This is an optimization exercise on Yosys and OpenROAD, whose aim is a short achievable clock period and few clock cycles, not a production implementation. Only simulation tests tie the RTL to the original design; equivalence was not proved. No driver is modelled on the clock port, so clock power and skew are understated where the tree is cut down; a real chip needs a root buffer or a tree. Power figures rest on the tool's default switching activity, not on a simulated workload.

Design game_top, start of the top module:
module game_top #(
	parameter int hold_cycles        = 1,   
	parameter int error_phase_cycles = 2,   
	parameter int win_phase_cycles   = 4    
)
(
	input  logic             clock_builtin_50MHZ,
	input  logic             reset,
	input  logic             not_logic_0,
	input  logic             not_logic_1,
	input  logic             not_activity,
	output logic [7:0]       in_shift_reg,
	output game_pkg::digit_t move_count_tens,
	output game_pkg::digit_t move_count_ones,
	output game_pkg::digit_t win_count_tens,
	output game_pkg::digit_t win_count_ones,
	output game_pkg::coord_t last_x,
	output game_pkg::coord_t last_y
);
	logic verdict_valid;
	logic verdict_error;
	logic verdict_win;
	logic verdict_place;
	logic go_place;
	logic go_win;
	logic entry_changed;
	move_entry #(
		.hold_cycles        (hold_cycles),
		.error_phase_cycles (error_phase_cycles),
		.win_phase_cycles   (win_phase_cycles)
	) u_entry (
		.clock_builtin_50MHZ (clock_builtin_50MHZ),
		.reset               (reset),
		.not_logic_0         (not_logic_0),
		.not_logic_1         (not_logic_1),
		.not_activity        (not_activity),
		.in_shift_reg        (in_shift_reg),
		.verdict_valid       (verdict_valid),
		.verdict_error       (verdict_error),
		.verdict_win         (verdict_win),
		.verdict_place       (verdict_place),
		.go_place            (go_place),
		.go_win              (go_win),
		.entry_changed       (entry_changed)
	);
	board_keeper u_board (
  ...
Size: ~2000 cells after synthesis, roughly 290 flip-flops, roughly 37 I/O pins.
clock: 8.0 ns
lec_check: 0
abc_clock_period_in_ps: 2000
cap_margin: 20
core_margin: 2
core_utilization: 25
place_density: 0.4
setup_slack_margin: 5
slew_margin: 20
tns_end_percent: 100
standard.sh (not shown) runs the stock make flow with config.mk's settings and CLKGATE_MAP_FILE= SYNTH_SCRIPT=/design/flow/synth_recipe.tcl, a recipe that flattens the netlist after the stock synthesis.
==> flow/flow/run.sh <==
#!/bin/bash
set -euo pipefail
extra='MATCH_CELL_FOOTPRINT=0 "BUFFER_PORTS_ARGS=-buffer_cell sky130_fd_sc_hd__buf_4"'
sed -e "s|\"\${@:-finish}\"|$extra \"\${@:-finish}\"|" \
    -e "s|SETUP_SLACK_MARGIN=[0-9.]*|SETUP_SLACK_MARGIN=6|" standard.sh > standard_mod.sh
grep -q MATCH_CELL_FOOTPRINT=0 standard_mod.sh
grep -q SETUP_SLACK_MARGIN=6 standard_mod.sh
bash standard_mod.sh finish > flow_make.log 2>&1
The starting point passed the timing, DRC and antenna checks.
Testbench counts at the start, summed over its fixed seeds: cycles 65,736.
==> next run, changes <==
==> flow/flow/run.sh (replaced) <==
#!/bin/bash
# The standard layout (standard.sh), with cell sizing free to change a cell's
# footprint and the port buffers made from buf_4 instead of the smallest buffer.
set -euo pipefail
extra='MATCH_CELL_FOOTPRINT=0 "BUFFER_PORTS_ARGS=-buffer_cell sky130_fd_sc_hd__buf_4"'
sed -e "s|\"\${@:-finish}\"|$extra \"\${@:-finish}\"|" standard.sh > standard_mod.sh
grep -q MATCH_CELL_FOOTPRINT=0 standard_mod.sh
bash standard_mod.sh finish > flow_make.log 2>&1
The changed run passed the timing, DRC and antenna checks.
Count of clock-buffer cells in the layout went down by 4.
Worst setup slack got worse by 0.28 ns.
Worst hold slack is about the same.
Critical path depth is unchanged.
Global-route usage went down by 0.71 points.
Non-clock buffer count went down by 60.

* * *

Another version of the RTL of game_top (not shown whole).
For scale: roughly 2500 cells after synthesis, about 330 flip-flops, ~37 I/O pins.
clock: 8.0 ns
lec_check: 0
abc_clock_period_in_ps: 2000
cap_margin: 20
core_margin: 2
core_utilization: 35
place_density: 0.5
setup_slack_margin: 5
slew_margin: 20
synth_hierarchical: 1
synth_minimum_keep_size: 0
tns_end_percent: 100
==> flow/flow/run.sh <==
#!/bin/bash
set -euo pipefail
here=$(pwd)
extra="MATCH_CELL_FOOTPRINT=0 \"BUFFER_PORTS_ARGS=-buffer_cell sky130_fd_sc_hd__buf_4\" PRE_CTS_TCL=$here/flow/pre_cts.tcl"
sed -e "s|\"\${@:-finish}\"|$extra \"\${@:-finish}\"|" \
    -e "s|SETUP_SLACK_MARGIN=[0-9.]*|SETUP_SLACK_MARGIN=6|" standard.sh > standard_mod.sh
grep -q MATCH_CELL_FOOTPRINT=0 standard_mod.sh
grep -q SETUP_SLACK_MARGIN=6 standard_mod.sh
bash standard_mod.sh finish > flow_make.log 2>&1
==> flow/flow/pre_cts.tcl <==
# Hook run by ORFS before its CTS step (PRE_CTS_TCL). It replaces the
# clock_tree_synthesis command with a two-level tree: the clock port drives up
# to 4 root clock buffers, each drives a few leaf clock buffers, and each leaf
# buffer drives the flip-flops of one cluster. The tree is balanced: every
# flip-flop is two buffer stages (buf_16 root, buf_12 leaf) from the port.
# Before the tree is built, each output port's buffer is moved next to its pin
# and the flip-flop driving it next to the buffer (flow/pull_outputs.tcl); the
# legalizer in the CTS step then settles them.
source [file join [file dirname [info script]] clock_tree.tcl]
source [file join [file dirname [info script]] pull_outputs.tcl]

rename clock_tree_synthesis orfs_clock_tree_synthesis
proc clock_tree_synthesis { args } {
  pull_output_flops
  set clk [lindex [all_clocks] 0]
  set port [get_full_name [lindex [get_property $clk sources] 0]]
  set block [ord::get_db_block]
  set nsinks [llength [[[$block findBTerm $port] getNet] getITerms]]
  set k [expr {max(4, int(ceil($nsinks / 15.0)))}]
  build_clock_tree3 $port $k 4 sky130_fd_sc_hd__buf_12 sky130_fd_sc_hd__buf_16
  set_propagated_clock [all_clocks]
}
==> flow/flow/pull_outputs.tcl <==
# Move each output port's buffer next to its pin and the flip-flop that drives
# the buffer next to the buffer, so the flip-flop drives a short wire.
proc pull_output_flops { } {
  set block [ord::get_db_block]
  set core [$block getCoreArea]
  set cx0 [$core xMin]; set cy0 [$core yMin]; set cx1 [$core xMax]; set cy1 [$core yMax]
  set moved 0
  foreach bt [$block getBTerms] {
    if {[$bt getIoType] != "OUTPUT"} { continue }
    set net [$bt getNet]
    if {$net == "NULL"} { continue }
    set pbb [$bt getBBox]
    set px [expr {([$pbb xMin] + [$pbb xMax]) / 2}]
    set py [expr {([$pbb yMin] + [$pbb yMax]) / 2}]
    set buf ""
    foreach it [$net getITerms] {
      if {[$it isOutputSignal]} { set buf [$it getInst] }
    }
    if {$buf == ""} { continue }
    set a [$buf findITerm A]
    if {$a == "NULL"} { continue }
    set n2 [$a getNet]
    set ff ""
    foreach it [$n2 getITerms] {
      if {[$it isOutputSignal]} { set ff [$it getInst] }
    }
    if {$ff == "" || ![string match "*df*" [[$ff getMaster] getName]]} { continue }
    # step from the pin into the core: the buffer first, then the flip-flop
    set bx [expr {min($cx1 - 8000, max($cx0 + 2000, $px))}]
    set by [expr {min($cy1 - 8000, max($cy0 + 2000, $py))}]
    set fx $bx; set fy $by
    if {$px <= $cx0} { set fx [expr {$bx + 6000}] }
    if {$px >= $cx1} { set fx [expr {$bx - 12000}] }
    if {$py <= $cy0} { set fy [expr {$by + 6000}] }
    if {$py >= $cy1} { set fy [expr {$by - 6000}] }
    $buf setLocation $bx $by
    $ff setLocation $fx $fy
    incr moved
  }
  puts "pulled $moved output flip-flops to their ports"
}
Other scripts of this flow, unchanged in this note and not shown: flow/flow/clock_tree.tcl
Testbench counts at the start, summed over its fixed seeds: cycles 65,736.
Next try:
--- a/flow/flow/pre_cts.tcl
+++ b/flow/flow/pre_cts.tcl
@@ -5,7 +5,3 @@
 # flip-flop is two buffer stages (buf_16 root, buf_12 leaf) from the port.
-# Before the tree is built, each output port's buffer is moved next to its pin
-# and the flip-flop driving it next to the buffer (flow/pull_outputs.tcl); the
-# legalizer in the CTS step then settles them.
 source [file join [file dirname [info script]] clock_tree.tcl]
-source [file join [file dirname [info script]] pull_outputs.tcl]
 
@@ -13,3 +9,2 @@
 proc clock_tree_synthesis { args } {
-  pull_output_flops
   set clk [lindex [all_clocks] 0]
Settings changed: CORE_UTILIZATION 35 to 25, PLACE_DENSITY 0.5 to 0.4.
removed: flow/flow/pull_outputs.tcl
The changed run finished with timing, DRC and antenna clean. Routed wire length went up by 9.7%. Sequential power hardly moves. Synthesized cell count is unchanged. Final cell count went up by 9.4%. First-iteration DRC count went down by 5.3%. Worst setup slack gets worse by 33 ps. Cell area went up by 2.1%.
Next try:
--- a/flow/flow/pre_cts.tcl
+++ b/flow/flow/pre_cts.tcl
@@ -5,3 +5,7 @@
 # flip-flop is two buffer stages (buf_16 root, buf_12 leaf) from the port.
+# Before the tree is built, each output port's buffer is moved next to its pin
+# and the flip-flop driving it next to the buffer (flow/pull_outputs.tcl); the
+# legalizer in the CTS step then settles them.
 source [file join [file dirname [info script]] clock_tree.tcl]
+source [file join [file dirname [info script]] pull_outputs.tcl]
 
@@ -9,2 +13,3 @@
 proc clock_tree_synthesis { args } {
+  pull_output_flops
   set clk [lindex [all_clocks] 0]
==> flow/flow/pull_outputs.tcl (new file) <==
# Move each output port's buffer next to its pin and the flip-flop that drives
# the buffer next to the buffer, so the flip-flop drives a short wire.
proc pull_output_flops { } {
  set block [ord::get_db_block]
  set core [$block getCoreArea]
  set cx0 [$core xMin]; set cy0 [$core yMin]; set cx1 [$core xMax]; set cy1 [$core yMax]
  set moved 0
  foreach bt [$block getBTerms] {
    if {[$bt getIoType] != "OUTPUT"} { continue }
    set net [$bt getNet]
    if {$net == "NULL"} { continue }
    set pbb [$bt getBBox]
    set px [expr {([$pbb xMin] + [$pbb xMax]) / 2}]
    set py [expr {([$pbb yMin] + [$pbb yMax]) / 2}]
    set buf ""
    foreach it [$net getITerms] {
      if {[$it isOutputSignal]} { set buf [$it getInst] }
    }
    if {$buf == ""} { continue }
    set a [$buf findITerm A]
    if {$a == "NULL"} { continue }
    set n2 [$a getNet]
    set ff ""
    foreach it [$n2 getITerms] {
      if {[$it isOutputSignal]} { set ff [$it getInst] }
    }
    if {$ff == "" || ![string match "*df*" [[$ff getMaster] getName]]} { continue }
    # step from the pin into the core: the buffer first, then the flip-flop
    set bx [expr {min($cx1 - 8000, max($cx0 + 2000, $px))}]
    set by [expr {min($cy1 - 8000, max($cy0 + 2000, $py))}]
    set fx $bx; set fy $by
    if {$px <= $cx0} { set fx [expr {$bx + 6000}] }
    if {$px >= $cx1} { set fx [expr {$bx - 12000}] }
    if {$py <= $cy0} { set fy [expr {$by + 6000}] }
    if {$py >= $cy1} { set fy [expr {$by - 6000}] }
    $buf setLocation $bx $by
    $ff setLocation $fx $fy
    incr moved
  }
  puts "pulled $moved output flip-flops to their ports"
}
Power hardly moves; synthesized cell count does not change; register-to-register slack stays flat; design area decreases by 0.39%; routed wire length fell by 1.2%; via count came out lower by 0.89%.
No run of this note takes its clock network from TritonCTS; it comes from the design's own scripts or RTL.

* * *

Another version of the RTL of game_top (not shown whole).
For scale: ~320 flip-flops, roughly 37 I/O pins, ~19000 um^2 of cells after synthesis.
Settings: LEC_CHECK=0, ABC_CLOCK_PERIOD_IN_PS=2000, CAP_MARGIN=20, CORE_MARGIN=2, CORE_UTILIZATION=25, PLACE_DENSITY=0.4, SETUP_SLACK_MARGIN=5, SLEW_MARGIN=20, SYNTH_HIERARCHICAL=1, SYNTH_MINIMUM_KEEP_SIZE=0, TNS_END_PERCENT=100; clock period 8.0 ns.
==> flow/flow/pre_cts.tcl <==
# Hook run by ORFS before its CTS step (PRE_CTS_TCL). It replaces the
# clock_tree_synthesis command with a two-level tree: the clock port drives up
# to 4 root clock buffers, each drives a few leaf clock buffers, and each leaf
# buffer drives the flip-flops of one cluster. The tree is balanced: every
# flip-flop is two clkbuf_16 stages from the port.
source [file join [file dirname [info script]] clock_tree.tcl]

rename clock_tree_synthesis orfs_clock_tree_synthesis
proc clock_tree_synthesis { args } {
  set clk [lindex [all_clocks] 0]
  set port [get_full_name [lindex [get_property $clk sources] 0]]
  set block [ord::get_db_block]
  set nsinks [llength [[[$block findBTerm $port] getNet] getITerms]]
  set k [expr {max(4, int(ceil($nsinks / 15.0)))}]
  build_clock_tree3 $port $k 4 sky130_fd_sc_hd__clkbuf_16 sky130_fd_sc_hd__clkbuf_16
  set_propagated_clock [all_clocks]
}
Scripts as last shown in full above: flow/flow/run.sh
Other scripts of this flow, unchanged in this note and not shown: flow/flow/clock_tree.tcl
Testbench counts at the start, summed over its fixed seeds: cycles 65,736.
==> next run, changes <==
--- a/flow/flow/pre_cts.tcl
+++ b/flow/flow/pre_cts.tcl
@@ -5 +5 @@
-# flip-flop is two clkbuf_16 stages from the port.
+# flip-flop is two buffer stages (buf_16 root, buf_12 leaf) from the port.
@@ -15 +15 @@
-  build_clock_tree3 $port $k 4 sky130_fd_sc_hd__clkbuf_16 sky130_fd_sc_hd__clkbuf_16
+  build_clock_tree3 $port $k 4 sky130_fd_sc_hd__buf_12 sky130_fd_sc_hd__buf_16
=>
- The changed run finished clean
- sequential power stays flat
- combinational power came out lower by a few percent
- clock skew barely changes
- worst setup slack improved by 0.046 ns
- global-route usage hardly moves
- synthesized cell count stays the same
No run of this note takes its clock network from TritonCTS; it comes from the design's own scripts or RTL.

* * *

Another version of the RTL of game_top (not shown whole).
For scale: about 2100 cells after synthesis, ~320 flip-flops, ~37 I/O pins.
Settings: LEC_CHECK=0, ABC_CLOCK_PERIOD_IN_PS=2000, CAP_MARGIN=20, CORE_MARGIN=2, CORE_UTILIZATION=35, PLACE_DENSITY=0.5, SETUP_SLACK_MARGIN=5, SLEW_MARGIN=20, TNS_END_PERCENT=100; clock period 8.0 ns.
==> flow/flow/pre_cts.tcl <==
# Hook run by ORFS before its CTS step (PRE_CTS_TCL). It replaces the
# clock_tree_synthesis command with a two-level tree: the clock port drives up
# to 4 root clock buffers, each drives a few leaf clock buffers, and each leaf
# buffer drives the flip-flops of one cluster. The tree is balanced: every
# flip-flop is two clkbuf_16 stages from the port.
source [file join [file dirname [info script]] clock_tree.tcl]

rename clock_tree_synthesis orfs_clock_tree_synthesis
proc clock_tree_synthesis { args } {
  set clk [lindex [all_clocks] 0]
  set port [get_full_name [lindex [get_property $clk sources] 0]]
  set block [ord::get_db_block]
  set nsinks [llength [[[$block findBTerm $port] getNet] getITerms]]
  set k [expr {max(4, int(ceil($nsinks / 15.0)))}]
  build_clock_tree3 $port $k 4 sky130_fd_sc_hd__clkbuf_16 sky130_fd_sc_hd__clkbuf_16
  set_propagated_clock [all_clocks]
}
Scripts as last shown in full above: flow/flow/run.sh
Other scripts of this flow, unchanged in this note and not shown: flow/flow/clock_tree.tcl
The starting point finished clean.
Testbench counts at the start, summed over its fixed seeds: cycles 65,736.
Change:
- CORE_UTILIZATION: 35 -> 25
- PLACE_DENSITY: 0.5 -> 0.4
What happened:
- total power came out higher slightly
- final area came out higher by a few percent
- routed wire length came out higher by roughly a tenth
- first-iteration DRC count came out lower by about a fifth
- critical path depth stays the same
- utilization came out lower by 12 points
- clock power stays flat
- worst setup slack improves by 16 ps
- area after synthesis does not change
- hold slack degrades by 17 ps
- fmax came out higher slightly
Change:
--- a/flow/flow/pre_cts.tcl
+++ b/flow/flow/pre_cts.tcl
@@ -14 +14 @@
-  set k [expr {max(4, int(ceil($nsinks / 15.0)))}]
+  set k [expr {max(4, int(ceil($nsinks / 20.0)))}]
Result: The new run ran to the end with no violations; setup slack gets worse by 16 ps; maximum frequency is lower by 0.63%; sequential cell count does not change; final area is lower by 0.55%; routed wire length is lower by 1.1%; clock power is lower by about 10%; final cell count barely changes.
In every run of this note, the design's own scripts or RTL, not TritonCTS, make the clock network.

* * *

run 1:
game_top, a different RTL version from the one above (not shown whole).
Size: about 2400 cells after synthesis, roughly 37 I/O pins, ~0.019 mm² of cells after synthesis.
==> flow/config.mk <==
export PLATFORM = sky130hd
export DESIGN_NAME = game_top
export DESIGN_NICKNAME = game_top
export VERILOG_FILES = /design/flow/design.v
export SDC_FILE = /design/flow/constraint.sdc
export NUM_CORES = 4
export LEC_CHECK = 0
export ABC_CLOCK_PERIOD_IN_PS = 2000
export CAP_MARGIN = 20
export CORE_MARGIN = 2
export CORE_UTILIZATION = 25
export PLACE_DENSITY = 0.4
export SETUP_SLACK_MARGIN = 5
export SLEW_MARGIN = 20
export SYNTH_HIERARCHICAL = 1
export SYNTH_MINIMUM_KEEP_SIZE = 0
export TNS_END_PERCENT = 100
==> flow/constraint.sdc <==
create_clock -name core_clock -period 8.0 [get_ports {clock_builtin_50MHZ}]
set_input_delay 1.6000 -clock core_clock [delete_from_list [all_inputs] [get_ports {clock_builtin_50MHZ}]]
set_output_delay 1.6000 -clock core_clock [all_outputs]
set_load 0.01 [all_outputs]
==> flow/flow/pre_cts.tcl <==
# Hook run by ORFS before its CTS step (PRE_CTS_TCL). It replaces the
# clock_tree_synthesis command with a two-level tree: the clock port drives up
# to 4 root clock buffers, each drives a few leaf clock buffers, and each leaf
# buffer drives the flip-flops of one cluster. The tree is balanced: every
# flip-flop is two buffer stages (buf_16 root, buf_12 leaf) from the port.
# Before the tree is built, each output port's buffer is moved next to its pin
# and the flip-flop driving it next to the buffer (flow/pull_outputs.tcl); the
# legalizer in the CTS step then settles them.
source [file join [file dirname [info script]] clock_tree.tcl]
source [file join [file dirname [info script]] pull_outputs.tcl]

rename clock_tree_synthesis orfs_clock_tree_synthesis
proc clock_tree_synthesis { args } {
  pull_output_flops
  set clk [lindex [all_clocks] 0]
  set port [get_full_name [lindex [get_property $clk sources] 0]]
  set block [ord::get_db_block]
  set nsinks [llength [[[$block findBTerm $port] getNet] getITerms]]
  set k [expr {max(4, int(ceil($nsinks / 15.0)))}]
  build_clock_tree3 $port $k 4 sky130_fd_sc_hd__buf_12 sky130_fd_sc_hd__buf_16
  set_propagated_clock [all_clocks]
}
Scripts as last shown in full above: flow/flow/run.sh
Other scripts of this flow, unchanged in this note and not shown: flow/flow/clock_tree.tcl, flow/flow/pull_outputs.tcl
Run 1 did not stop at any stage, and its layout met the timing, DRC and antenna checks.
Testbench counts of run 1, summed over its fixed seeds: cycles 65,736.
Here is what was changed in the inputs of run 2 compared with run 1.
==> flow/flow/pre_cts.tcl <==
# Hook run by ORFS before its CTS step (PRE_CTS_TCL). It replaces the
# clock_tree_synthesis command with a two-level tree: the clock port drives 4
# root inverters, each drives a few leaf inverters, and each leaf inverter
# drives the flip-flops of one cluster. The tree is balanced: every flip-flop
# is two inverter stages (inv_16 root, inv_12 leaf) from the port, so it sees
# the clock with its own polarity.
# Before the tree is built, each output port's buffer is moved next to its pin
# and the flip-flop driving it next to the buffer (flow/pull_outputs.tcl); the
# legalizer in the CTS step then settles them.
source [file join [file dirname [info script]] clock_tree.tcl]
source [file join [file dirname [info script]] pull_outputs.tcl]

rename clock_tree_synthesis orfs_clock_tree_synthesis
proc clock_tree_synthesis { args } {
  pull_output_flops
  set clk [lindex [all_clocks] 0]
  set port [get_full_name [lindex [get_property $clk sources] 0]]
  set block [ord::get_db_block]
  set nsinks [llength [[[$block findBTerm $port] getNet] getITerms]]
  set k [expr {max(4, int(ceil($nsinks / 15.0)))}]
  build_clock_tree3 $port $k 4 sky130_fd_sc_hd__inv_12 sky130_fd_sc_hd__inv_16
  set_propagated_clock [all_clocks]
}
- Run 1 consumes more power than run 2.
- Between run 2 and run 1, it is run 2 whose final area is lower, by 3.0%.
- Between run 1 and run 2, the flow reports cell count decreasing slightly.
- Run 2: clock latency at the later pin of the worst-skew pair is 140 ps lower than what run 1 reported.
- Run 2 gives less DRC marker count from the first detailed-route iteration than run 1 did.
- For flip-flop and latch count, run 1 and run 2 come out practically identical.
- Run 2 has completed all stages; timing, DRC and antenna checks passed.
- Run 1 completed end to end with timing, DRC and antenna clean.
- Reg2reg setup slack: run 2 vs run 1 down 50 ps
No run of this note takes its clock network from TritonCTS; it comes from the design's own scripts or RTL.

==> re-timing with driven ports <==
The flow's constraints put no driver on any port. The routed layouts listed below were extracted and timed again, unchanged, in two steps.
Step 1 (the two cells are an assumption about what drives the block):
set clk [get_ports {clock_builtin_50MHZ}]
set_driving_cell -lib_cell sky130_fd_sc_hd__clkbuf_16 $clk
set_driving_cell -lib_cell sky130_fd_sc_hd__buf_2 [delete_from_list [all_inputs] $clk]
Step 2 moves the port delays by t, midway between the first and last clock arrival at a register: inputs arrive t later, outputs are due t later. That takes back most of the time a late clock gives input paths.
Three values: ideal, step 1, step 2; two values: the first two.
run	t, ns	setup WS [ns]	worst setup path after step 2	latest minus earliest clock arrival (ns)	worst register clock-pin slew, ns
the first run of note 1	0.623	5.358 / 5.299 / 4.861	input to register	0.031 / 0.031	0.06 / 0.06
the second run of note 1	0.611	5.075 / 5.017 / 4.663	input to register	0.026 / 0.026	0.06 / 0.06
the first run of note 2	0.428	5.655 / 5.520 / 5.096	input to register	0.044 / 0.043	0.09 / 0.09
the second run of note 2	0.437	5.622 / 5.474 / 5.098	input to register	0.036 / 0.036	0.08 / 0.08
the third run of note 2	0.427	5.655 / 5.509 / 5.120	input to register	0.064 / 0.064	0.08 / 0.08
the first run of note 3	0.455	5.565 / 5.429 / 5.167	input to register	0.080 / 0.080	0.08 / 0.08
the second run of note 3	0.423	5.611 / 5.460 / 5.231	input to register	0.077 / 0.077	0.09 / 0.09
the first run of note 4	0.448	5.532 / 5.485 / 5.093	input to register	0.061 / 0.061	0.09 / 0.09
the second run of note 4	0.468	5.549 / 5.449 / 5.164	input to register	0.035 / 0.034	0.09 / 0.09
the third run of note 4	0.463	5.533 / 5.460 / 5.154	input to register	0.023 / 0.023	0.09 / 0.09
run 1	0.445	5.610 / 5.461 / 5.204	input to register	0.055 / 0.055	0.09 / 0.09
run 2	0.393	5.577 / 5.514 / 5.190	input to register	0.050 / 0.053	0.08 / 0.09
After both steps setup and hold are still met in every run listed. The setup slack of the first run of note 2, which loses most, moves by -0.135 ns with the drivers and by -0.559 ns with both steps.
